Source: an optimization exercise on an open RTL-to-GDS flow (aim: small area). Production flows keep margins and buffers that such runs may drop. In this exercise RTL edits were held to simulation tests only and were not proved equivalent to the original. No activity file was given, so power comes from the tool's default toggle rates. No driver is modelled on the clock port, so clocking that relies on it looks cheaper here than on a real chip.

Setup of build 23:
==> flow/design.v <==
`timescale 1ns/1ps
module data_memory_responder #(
    parameter int BLOCK_ADDR_WIDTH = 6,
    parameter int LATENCY          = 5
) (
    input  logic         CLK,
    input  logic         RESET,
    input  logic         MEM_READ,
    input  logic         MEM_WRITE,
    input  logic [27:0]  MEM_ADDRESS,
    input  logic [127:0] MEM_WRITEDATA,
    output logic [127:0] MEM_READDATA,
    output logic         MEM_BUSYWAIT
);
    localparam int NR12 = 5;              
    localparam int NTAP = 2 * NR12 + 1;   
    logic [2:0]   st;
    logic         op_wr;
    logic [5:0]   addr_q;
    logic [3:0]   ph;       
    logic [127:0] buf_q;    
    logic [127:0] buf_d;
    logic [127:0] buf_n;    
    logic         idle;
    logic         request;
    logic [2:0]   st_n;
    logic [3:0]   ph_n;
    assign idle    = (st == 3'd0);
    assign request = MEM_READ | MEM_WRITE;
    assign buf_n   = ~buf_q;
    logic unused_addr_bits;
    assign unused_addr_bits = ^MEM_ADDRESS[27:6];
    assign MEM_BUSYWAIT = idle ? (request & RESET) : (st != 3'd6);
    always_comb begin
        if (idle)              st_n = request ? 3'd1 : 3'd0;
        else if (st == 3'd6)   st_n = 3'd0;
        else                   st_n = st + 3'd1;
        ph_n = (ph == 4'd11) ? 4'd0 : ph + 4'd1;
    end
    always_ff @(posedge CLK or negedge RESET) begin
        if (!RESET) begin
            st <= 3'd0;
            ph <= 4'd0;
        end else begin
            st <= st_n;
            ph <= ph_n;
        end
    end
    always_ff @(posedge CLK) begin
        if (idle) begin
            op_wr  <= MEM_WRITE;
            addr_q <= MEM_ADDRESS[5:0];
        end
    end
    function automatic logic [2:0] ring_of(input logic [5:0] a);
        logic [5:0] q;
        q = a / 6'd12;
        ring_of = q[2:0];
    endfunction
    function automatic logic [3:0] line_of(input logic [5:0] a);
        logic [5:0] m;
        m = a % 6'd12;
        line_of = m[3:0];
    endfunction
    function automatic logic [3:0] slot12(input logic [3:0] j, input logic [3:0] p);
        logic [4:0] s;
        s = {1'b0, j} + {1'b0, p};
        slot12 = (s >= 5'd12) ? 4'(s - 5'd12) : s[3:0];
    endfunction
    logic [5:0]      rd_addr;
    logic            rd_now;
    logic [2:0]      rd_ring;
    logic [3:0]      rd_line;
    logic [3:0]      rd_slot;
    logic [NTAP-1:0] rd_sel;
    logic [NTAP-1:0] tap_v;
    logic [127:0]    tap_d [NTAP];
    assign rd_addr = idle ? MEM_ADDRESS[5:0] : addr_q;
    assign rd_now  = idle ? (MEM_READ & ~MEM_WRITE) : (~op_wr & (st != 3'd6));
    assign rd_ring = ring_of(rd_addr);
    assign rd_line = line_of(rd_addr);
    assign rd_slot = slot12(rd_line, ph);
    for (genvar r = 0; r < NR12; r++) begin : g_rsel
        assign rd_sel[2*r]   = rd_now & (rd_ring == 3'(r)) & (rd_slot == 4'd5);
        assign rd_sel[2*r+1] = rd_now & (rd_ring == 3'(r)) & (rd_slot == 4'd11);
    end
    assign rd_sel[NTAP-1] = rd_now & (rd_ring == 3'd5) & (rd_line[1:0] + ph[1:0] == 2'd0);
    localparam int NINS = 2 * NR12 + 1;
    logic [5:0]      addr_n;
    logic            wr_n;
    logic [2:0]      wr_ring_n;
    logic [3:0]      wr_line_n;
    logic [3:0]      wr_slot_n;
    logic [NINS-1:0] ins_n;
    logic [NINS-1:0] ins;
    logic [NINS-1:0] ins_c;
    assign addr_n    = idle ? MEM_ADDRESS[5:0] : addr_q;
    assign wr_n      = (idle ? MEM_WRITE : op_wr) & (st_n != 3'd0);
    assign wr_ring_n = ring_of(addr_n);
    assign wr_line_n = line_of(addr_n);
    assign wr_slot_n = slot12(wr_line_n, ph_n);
    for (genvar r = 0; r < NR12; r++) begin : g_wsel
        assign ins_n[2*r]   = wr_n & (wr_ring_n == 3'(r)) & (wr_slot_n == 4'd11);
        assign ins_n[2*r+1] = wr_n & (wr_ring_n == 3'(r)) & (wr_slot_n == 4'd5);
    end
    assign ins_n[NINS-1] = wr_n & (wr_ring_n == 3'd5) & (wr_line_n[1:0] + ph_n[1:0] == 2'd3);
    always_ff @(posedge CLK or negedge RESET) begin
        if (!RESET) ins <= '0;
        else        ins <= ins_n;
    end
    always_ff @(posedge CLK) ins_c <= ~ins_n;
    for (genvar r = 0; r < NR12; r++) begin : g_ring
        logic [127:0] line_q [12];
        logic [11:0]  valid_q;
        logic [127:0] ins_a;    
        logic [127:0] ins_b;    
        assign ins_a = ~((line_q[11] | {128{ins[2*r]}})   & (buf_q | {128{ins_c[2*r]}}));
        assign ins_b = ~((line_q[5]  | {128{ins[2*r+1]}}) & (buf_n | {128{ins_c[2*r+1]}}));
        always_ff @(posedge CLK) begin
            line_q[0] <= ins_a;
            line_q[6] <= ins_b;
            for (int p = 1; p < 12; p++)
                if (p != 6) line_q[p] <= line_q[p-1];
        end
        always_ff @(posedge CLK or negedge RESET) begin
            if (!RESET) valid_q <= '0;
            else        valid_q <= {valid_q[10:6], ins[2*r+1] | valid_q[5],
                                    valid_q[4:0],  ins[2*r]   | valid_q[11]};
        end
        assign tap_d[2*r]   = ins_b;
        assign tap_v[2*r]   = valid_q[5];
        assign tap_d[2*r+1] = line_q[11];
        assign tap_v[2*r+1] = valid_q[11];
    end
    begin : g_ring4
        logic [127:0] line_q [4];
        logic [3:0]   valid_q;
        always_ff @(posedge CLK) begin
            line_q[0] <= (buf_q & {128{ins[NINS-1]}}) | (line_q[3] & {128{ins_c[NINS-1]}});
            for (int p = 1; p < 4; p++) line_q[p] <= line_q[p-1];
        end
        always_ff @(posedge CLK or negedge RESET) begin
            if (!RESET) valid_q <= '0;
            else        valid_q <= {valid_q[2:0], ins[NINS-1] | valid_q[3]};
        end
        assign tap_d[NTAP-1] = line_q[0];
        assign tap_v[NTAP-1] = valid_q[0];
    end
    logic            buf_wr;     
    logic            buf_hold;   
    logic [NTAP-1:0] buf_tap;    
    assign buf_wr   = idle & MEM_WRITE;
    assign buf_hold = ~(buf_wr | (|rd_sel));
    assign buf_tap  = rd_sel & tap_v;
    logic [127:0] buf_g [4];
    for (genvar g = 0; g < 3; g++) begin : g_buf_grp
        dmr_aoi222 u_aoi (
            .a0 (tap_d[3*g]),   .s0 (buf_tap[3*g]),
            .a1 (tap_d[3*g+1]), .s1 (buf_tap[3*g+1]),
            .a2 (tap_d[3*g+2]), .s2 (buf_tap[3*g+2]),
            .y  (buf_g[g])
        );
    end
    dmr_aoi222 u_aoi_last (
        .a0 (tap_d[9]),      .s0 (buf_tap[9]),
        .a1 (tap_d[10]),     .s1 (buf_tap[10]),
        .a2 (MEM_WRITEDATA), .s2 (buf_wr),
        .y  (buf_g[3])
    );
    dmr_nand4_ao21 u_buf_d (
        .n0 (buf_g[0]), .n1 (buf_g[1]), .n2 (buf_g[2]), .n3 (buf_g[3]),
        .q  (buf_q),    .s  (buf_hold),
        .y  (buf_d)
    );
    always_ff @(posedge CLK) buf_q <= buf_d;
    logic rd_done, rd_done_c, rd_done_n;
    assign rd_done_n = ~op_wr & (st == 3'd4);
    always_ff @(posedge CLK or negedge RESET) begin
        if (!RESET) rd_done <= 1'b0;
        else        rd_done <= rd_done_n;
    end
    always_ff @(posedge CLK) rd_done_c <= ~rd_done_n;
    logic [127:0] rd_next;
    dmr_ao22 u_rd_next (
        .a0 (buf_d),        .s0 (rd_done),
        .a1 (MEM_READDATA), .s1 (rd_done_c),
        .y  (rd_next)
    );
    always_ff @(posedge CLK or negedge RESET) begin
        if (!RESET) MEM_READDATA <= '0;
        else        MEM_READDATA <= rd_next;
    end
endmodule
module dmr_aoi222 (
    input  logic [127:0] a0,
    input  logic         s0,
    input  logic [127:0] a1,
    input  logic         s1,
    input  logic [127:0] a2,
    input  logic         s2,
    output logic [127:0] y
);
    assign y = ~((a0 & {128{s0}}) | (a1 & {128{s1}}) | (a2 & {128{s2}}));
endmodule
module dmr_nand4_ao21 (
    input  logic [127:0] n0,
    input  logic [127:0] n1,
    input  logic [127:0] n2,
    input  logic [127:0] n3,
    input  logic [127:0] q,
    input  logic         s,
    output logic [127:0] y
);
    assign y = ~(n0 & n1 & n2 & n3) | (q & {128{s}});
endmodule
module dmr_ao22 (
    input  logic [127:0] a0,
    input  logic         s0,
    input  logic [127:0] a1,
    input  logic         s1,
    output logic [127:0] y
);
    assign y = (a0 & {128{s0}}) | (a1 & {128{s1}});
endmodule
Settings: LEC_CHECK=0, CAP_MARGIN=20, CORE_MARGIN=2, CORE_UTILIZATION=50, PLACE_DENSITY=0.6, SLEW_MARGIN=20, SYNTH_HIERARCHICAL=1, SYNTH_MINIMUM_KEEP_SIZE=0; clock period 10.0 ns.
standard.sh (not shown) runs the stock make flow with config.mk's settings and CLKGATE_MAP_FILE= SYNTH_SCRIPT=/design/flow/synth_recipe.tcl, a recipe that flattens the netlist after the stock synthesis.
==> flow/flow/run.sh <==
#!/bin/bash
# Layout flow: the standard ORFS flow, with the clock tree built from
# larger sink clusters and without dummy loads, and the ports buffered with
# the smallest buffer.
set -euo pipefail
export CTS_ARGS="-sink_clustering_enable -repair_clock_nets -dont_use_dummy_load -sink_clustering_size 30 -sink_clustering_max_diameter 80"
export BUFFER_PORTS_ARGS="-buffer_cell sky130_fd_sc_hd__buf_1"
bash standard.sh > standard_flow.log 2>&1
Build 23 ran to completion and came out clean on the timing, design-rule and antenna checks.
#### Input delta (build 88 over build 23)
Settings: putting GPL_TIMING_DRIVEN at 0 where nothing was set; swapping 0.6 for 0.75 in PLACE_DENSITY; swapping 50 for 65 in CORE_UTILIZATION.
diff --git a/flow/flow/run.sh b/flow/flow/run.sh
--- a/flow/flow/run.sh
+++ b/flow/flow/run.sh
@@ -5,3 +5,3 @@
 set -euo pipefail
-export CTS_ARGS="-sink_clustering_enable -repair_clock_nets -dont_use_dummy_load -sink_clustering_size 30 -sink_clustering_max_diameter 80"
+export CTS_ARGS="-sink_clustering_enable -repair_clock_nets -dont_use_dummy_load -sink_clustering_size 34 -sink_clustering_max_diameter 70"
 export BUFFER_PORTS_ARGS="-buffer_cell sky130_fd_sc_hd__buf_1"
--- outcome ---
Build 23 reports its type of the worst setup path as reg -> reg while build 88 reports in -> reg. | tightest hold margin | build 88 vs build 23 | better |. Going from build 23 to build 88, number of non-clock buffers in the layout climbed 110%, number of cells on the worst reg-to-reg path now larger, via count fell 1238. Build 88: height of the die about 12% below build 23. Re number of stages on the worst setup path: build 23 and build 88 aren't equal, and the higher value belongs to build 88. Design area across build 23 and build 88: no real change. Per the comparison of build 88 with build 23, core utilization +16 points, power density relative to cell area -about 1%.
Modified inputs, build 30 compared to build 88
Settings: GPL_TIMING_DRIVEN: 0 -> unset.
==> comparison <==
- Build 30 | status: complete | timing, DRC, antenna: pass
- Build 88 vs build 30, timing endpoint of the critical path: MEM_READDATA[71] vs MEM_READDATA[32]
- Delta (build 30 minus build 88): minimum clock period after layout decreased by 0.38 ns relative to the old numbers, sum of overflow across all layers after global routing ~0 delta, combinational power fell by about 6%, aggregate global-route resource usage higher.
- When build 30 is measured against build 88, its global-route wire length before repair turns out 6.1% higher.
- Build 30 vs. build 88: proportion of power drawn by combinational gates went down by 0.6 points.
- Area: build 30 vs build 88 -> build 30 smaller

## afterwards: timing with drivers on the ports
The flow's constraints put no driver on any port. The routed layouts listed below were extracted and timed again, unchanged, in two steps. Step 1 assumes that a clkbuf_16 drives the clock port and a buf_2 every other input. Step 2 adds t to the input delays and takes it off the output delays; t is the mean of the earliest and latest rising clock arrival at the registers after step 1. Input paths then give back, and output paths get back, about the clock's delay inside the block. a / b / c = no drivers / after step 1 / after step 2; a / b = the first two.
| run | shift t [ns] | setup slack, ns | worst setup path at the end | clock arrival spread, ns | pins driven straight from the clock port |
|---|---|---|---|---|---|
| build 23 | 1.016 | 1.964 / 1.964 / 1.157 | input to register | 0.137 / 0.136 | 1 |
| build 88 | 1.013 | 1.522 / 1.600 / 0.587 | input to register | 0.111 / 0.110 | 1 |
| build 30 | 0.997 | 1.898 / 1.898 / 1.078 | input to register | 0.144 / 0.143 | 1 |
After both steps every run listed still meets setup and hold. The setup slack of build 88, which loses most, moves by +0.078 ns with the drivers and by -0.935 ns with both steps.
